Background: an optimization exercise with open tools, aiming at small area, a short achievable clock period and few clock cycles per item. Do not read the settings as production practice. Function was checked by simulation only, so behaviour that the tests miss may differ from the original. Power is estimated from default activity; no workload was simulated.

`design/flow/config.mk`:
```
export PLATFORM = sky130hd
export DESIGN_NAME = data_mem_responder
export DESIGN_NICKNAME = data_mem_responder
export VERILOG_FILES = /design/flow/design.v
export SDC_FILE = /design/flow/constraint.sdc
export NUM_CORES = 4
export LEC_CHECK = 0
export CAP_MARGIN = 20
export CORE_MARGIN = 2
export CORE_UTILIZATION = 40
export SLEW_MARGIN = 20
```
`design/flow/constraint.sdc`:
```
create_clock -name core_clock -period 5.0 [get_ports {clk}]
set_input_delay 1.0000 -clock core_clock [delete_from_list [all_inputs] [get_ports {clk}]]
set_output_delay 1.0000 -clock core_clock [all_outputs]
set_load 0.01 [all_outputs]
```
`design/flow/design.v`:
```
module data_mem_responder #(
  parameter int unsigned ADDR_W  = 8,
  parameter int unsigned LATENCY = 2
) (
  input  logic        clk,
  input  logic        rst,
  input  logic        mem_read,
  input  logic        mem_write,
  input  logic [31:0] addr,
  input  logic [31:0] wdata,
  output logic [31:0] rdata,
  output logic        busy,
  output logic        done,
  output logic        err
);
  localparam int unsigned CntW  = (LATENCY > 1) ? $clog2(LATENCY) : 1;
  localparam int unsigned Depth = 2 ** ADDR_W;
  localparam logic [CntW-1:0] CntInit = CntW'(LATENCY - 1);
  typedef enum logic [1:0] {StIdle, StWait, StDone} state_e;
  state_e          state_q;
  logic [CntW-1:0] cnt_q;
  logic [31:0]     addr_q;
  logic [7:0]      byte_q;
  logic            rd_q;
  logic            wr_q;
  logic [7:0]      mem [Depth];
  logic       in_range;
  logic       illegal;
  logic       access_edge;
  logic       do_write;
  logic [7:0] rd_byte;
  logic       unused_wdata;
  assign unused_wdata = ^wdata[31:8];
  always_comb begin
    in_range    = (addr_q >> ADDR_W) == 32'd0;
    illegal     = rd_q & wr_q;
    access_edge = (state_q == StWait) && (cnt_q == '0);
    do_write    = access_edge && wr_q && !rd_q && in_range;
    rd_byte     = mem[addr_q[ADDR_W-1:0]];
  end
  always_ff @(posedge clk) begin
    if (!rst && do_write) begin
      mem[addr_q[ADDR_W-1:0]] <= byte_q;
    end
  end
  always_ff @(posedge clk) begin
    if (rst) begin
      state_q <= StIdle;
      cnt_q   <= '0;
      addr_q  <= '0;
      byte_q  <= '0;
      rd_q    <= 1'b0;
      wr_q    <= 1'b0;
      rdata   <= '0;
      busy    <= 1'b0;
      done    <= 1'b0;
      err     <= 1'b0;
    end else begin
      unique case (state_q)
        StIdle: begin
          if (mem_read || mem_write) begin
            addr_q  <= addr;
            byte_q  <= wdata[7:0];
            rd_q    <= mem_read;
            wr_q    <= mem_write;
            cnt_q   <= CntInit;
            busy    <= 1'b1;
            state_q <= StWait;
          end
        end
        StWait: begin
          if (cnt_q != '0) begin
            cnt_q <= cnt_q - CntW'(1);
          end else begin
            state_q <= StDone;
            done    <= 1'b1;
            err     <= illegal || !in_range;
            if (rd_q && !wr_q) begin
              rdata <= in_range ? {{24{rd_byte[7]}}, rd_byte} : 32'd0;
            end
          end
        end
        StDone: begin
          state_q <= StIdle;
          busy    <= 1'b0;
          done    <= 1'b0;
          err     <= 1'b0;
        end
        default: state_q <= StIdle;
      endcase
    end
  end
endmodule
```
`design/flow/run.sh`:
```
#!/bin/bash
# synth_recipe.tcl (not shown) runs the flow's synth.tcl, then flattens the netlist and writes it again
# the make line also repeats each setting of config.mk as NAME=value (left out here)
make -C /OpenROAD-flow-scripts/flow DESIGN_CONFIG=/design/flow/config.mk WORK_HOME=/design/flow/orfs CLKGATE_MAP_FILE= SYNTH_SCRIPT=/design/flow/synth_recipe.tcl finish
```
==> run summary <==
fin util 0.460; Buf/Inv on CP 1; CTS resizes 0; Tmin final around 3700 ps; hold buffer count at cts 0; Netlist cell types 67; Comb pwr share 0.075; status complete, no violations; setup_tns 0 ps; layout cell share with drive strength beyond 1 0.231; gr ovfl total 0; Top FF cell, synth edfxtp_1; Sw Ratio 0.225; GRT Total Usage 0.207; Clock Sinks around 2,100; Vias approximately 42,000; Critical Path Most Common Cell a21oi_1; commonest non-fill, non-tap cell in the layout edfxtp_1; clock share of power 0.413; post-place instance area between 80,000 and 90,000 sq um; IR drop worst, VDD around 320 uV; clock skew 40.5 ps; Total Nets Final between 4,000 and 5,000; Clock transition at path regs around 60 ps; clk buf depth 3; Critical Path RT 5720 ps; Hold Path Class register to register; Syn Std Cell Area ~83,000 sq um; PortBufs 78; RePlAce Congestion between 0.8 and 0.9; FMAX ~270 MHz; Seq pwr share 0.512; most frequent cells in the layout 2,048 x edfxtp_1, 438 x mux4_2, 299 x nor2_1; crit-path cells buf_4, mux4_2, a21oi_1, a21oi_1, o21ai_0, a21oi_1, a221o_1; final setup margin 1330 ps; Post-synth EDFFs between 2,000 and 2,500; clk latency of the worst-skew pair 850 ps; Max Fanout on Critical Path 28; Leak between 0.02 and 0.03 uW; Setup violations, final 0; Routed WL between 200 and 250 mm; remaining antenna violation count 0; DRC viols 0; number of fillers in the final layout 16,900; Layout Area Growth over Synthesis 14.2%; Die Y between 400 and 500 microns; global-route wire length before repair 311 mm; I/O pin total 103; Final period util 0.733; PwrDens around 400 nW/um^2; clock root buffer clkbuf_16; post-DP HPWL around 130 mm; vias in the first global route 41,500; Finished Cell Area about 94,000 sq um; Die Width roughly 460 microns; Worst setup EP type register; DR pass1 iterations 5; worst slack at placement around 850 ps; Pint around 30,000 uW; Tightest Pin Transition about 1300 ps; Yosys Warn Count 1; Arrival @ worst endpoint ~4400 ps; row cnt ~170; slowest cell on the critical path dfxtp_4; Max-Cap Viols 0; Net Sw Power between 8000 and 9000 uW; Post-CTS Setup Bufs 0; Starting DRT DRC Count roughly 4,900; Max Slew Vio Count 0; Worst path max stage delay between 700 and 800 ps; H-tree levels 4; initial core utilization 0.403; Gate Count Post-Synth 4,026; Final Hold Viols 0; startpoint types register; Num CTS Buffers 210; FFs w/ async S/R, synth 0; Crit path max-delay family compound AO/OA/AOI/OAI gates; Vias per Instance 5.83; CTS tree yes; Rel. slew slack 0.148; WS Path Type register to register; syn_nets 4,094; hold_ws 458 ps; unrepaired setup endpoints after global routing no; wire per inst between 30 and 40 microns; #FFs+latches synth 2,112; largest net degree at the start of global routing roughly 220; CORE AREA 205,000 sq um; die footprint 210,000 sq um; antenna violations before repair 4; Post-Syn Area per Cell 20.5 sq um; sequential share of the synthesized area 0.760
final cells by class:
class,count,area [sq um],area share
inverters,7,35.0,0.000371
diodes,2,5.00,0.0000530
well taps,2688,3360,0.0356
repair buffers,347,3180,0.0337
clock buffers,253,5500,0.0583
clock inverters,133,1420,0.0150
multi-input cells,1645,18000,0.191
flip-flops and latches,2112,62800,0.666
final timing paths:
| kind | depth (start not counted) | from | slack (ps) | end |
|---|---|---|---|---|
| min reg2reg | 2 | addr_q[17]$_SDFFE_PP0P_ | 460 | addr_q[17]$_SDFFE_PP0P_ |
| min | 2 | addr_q[17]$_SDFFE_PP0P_ | 460 | addr_q[17]$_SDFFE_PP0P_ |
| max | 7 | register | 1330 | rdata[5]$_SDFFE_PP0P_ |
| max reg2reg | 7 | register | 1330 | rdata[5]$_SDFFE_PP0P_ |
Yosys cell counts, types with 14 or more instances:
master,count,area [sq um]
nor2_1,301,1130
nand3_1,45,225
o22ai_1,36,225
buf_4,43,323
mux4_1,64,1680
clkbuf_1,85,319
nor2b_1,14,87.6
mux2i_1,145,1450
and3_1,14,87.6
buf_6,41,462
buf_2,55,275
a31oi_1,16,100
dfxtp_1,64,1280
nor3_1,33,165
mux4_2,438,9860
nand2_1,238,893
buf_8,23,345
edfxtp_1,2048,61500
a21oi_1,93,465
o221ai_1,37,324
o21ai_0,16,80.1
sequential cells by signal (all words and copies together), names as in the netlist, named ones only:
| signal | count |
|---|---|
| cnt_q | 1 |
| rdata | 8 |
| busy | 1 |
| state_q | 2 |
| err | 1 |
| done | 1 |
| wr_q | 1 |
| mem | 2048 |
| addr_q | 32 |
| byte_q | 8 |
| rd_q | 1 |
routing by layer:
| layer | track usage | vias up | share of wire |
|---|---|---|---|
| met3 | 0.0382 | 367 | 0.078 |
| met5 | 0 | - | 0.000059 |
| met1 | 0.288 | 22400 | 0.41 |
| met4 | 0.0710 | 2 | 0.035 |
| li1 | - | 17200 | - |
| met2 | 0.329 | 1844 | 0.48 |
stage by stage:
step | power (uW) | cells
after global routing | 39700 | 7186
final | 38700 | 7187
after global placement | 23100 | 6798
after floorplan | 21900 | 4026
after CTS | 38900 | 7184
after detailed placement | 23100 | 6798
cell families after synthesis:
group                  share of synthesized area
multiplexers                               0.159
flip-flops                                 0.760
AND/OR/NAND/NOR                           0.0360
AO/OA/AOI/OAI                             0.0233
buffers and inverters                     0.0223
worst min-delay path: cells and delay by family, from the launching register on:
kind	cells	cell delay, ps
flip-flops	1	310
AND/OR/NAND/NOR	1	50
AO/OA/AOI/OAI	1	50
power by group through the flow:
stage	combinational (uW)	sequential, uW	clock [uW]
after floorplan	1610	20300	0
after global placement	2870	20200	0
after detailed placement	2890	20200	0
after CTS	2900	19800	16200
after global routing	3030	19800	16800
final	2910	19800	16000
Testbench counts, summed over its fixed seeds: cycles 19,192, items 4,800.

==> re-timing with driven ports <==
The flow's constraints put no driver on any port. The routed layout listed below was extracted and timed again, unchanged, in two steps. Step 1, drivers: a clkbuf_16 drives clk and a buf_2 each remaining input, both assumed. Step 2 also shifts input and output timing later by t, the mid clock arrival at the registers, as if the neighbouring blocks saw the same clock. Slacks: ideal ports / drivers / drivers and shift; pairs: ideal ports / drivers.
t, ns: 0.913
slack for setup (ns): 1.333 / 1.333 / 0.858
worst setup path after step 2: input to register
clock arrival spread, ns: 0.041 / 0.041
worst data-port slew with drivers (ns): 0.06
After both steps setup and hold are still met in this run. The setup slack of this run moves by 0.000 ns with the drivers and by -0.475 ns with both steps.
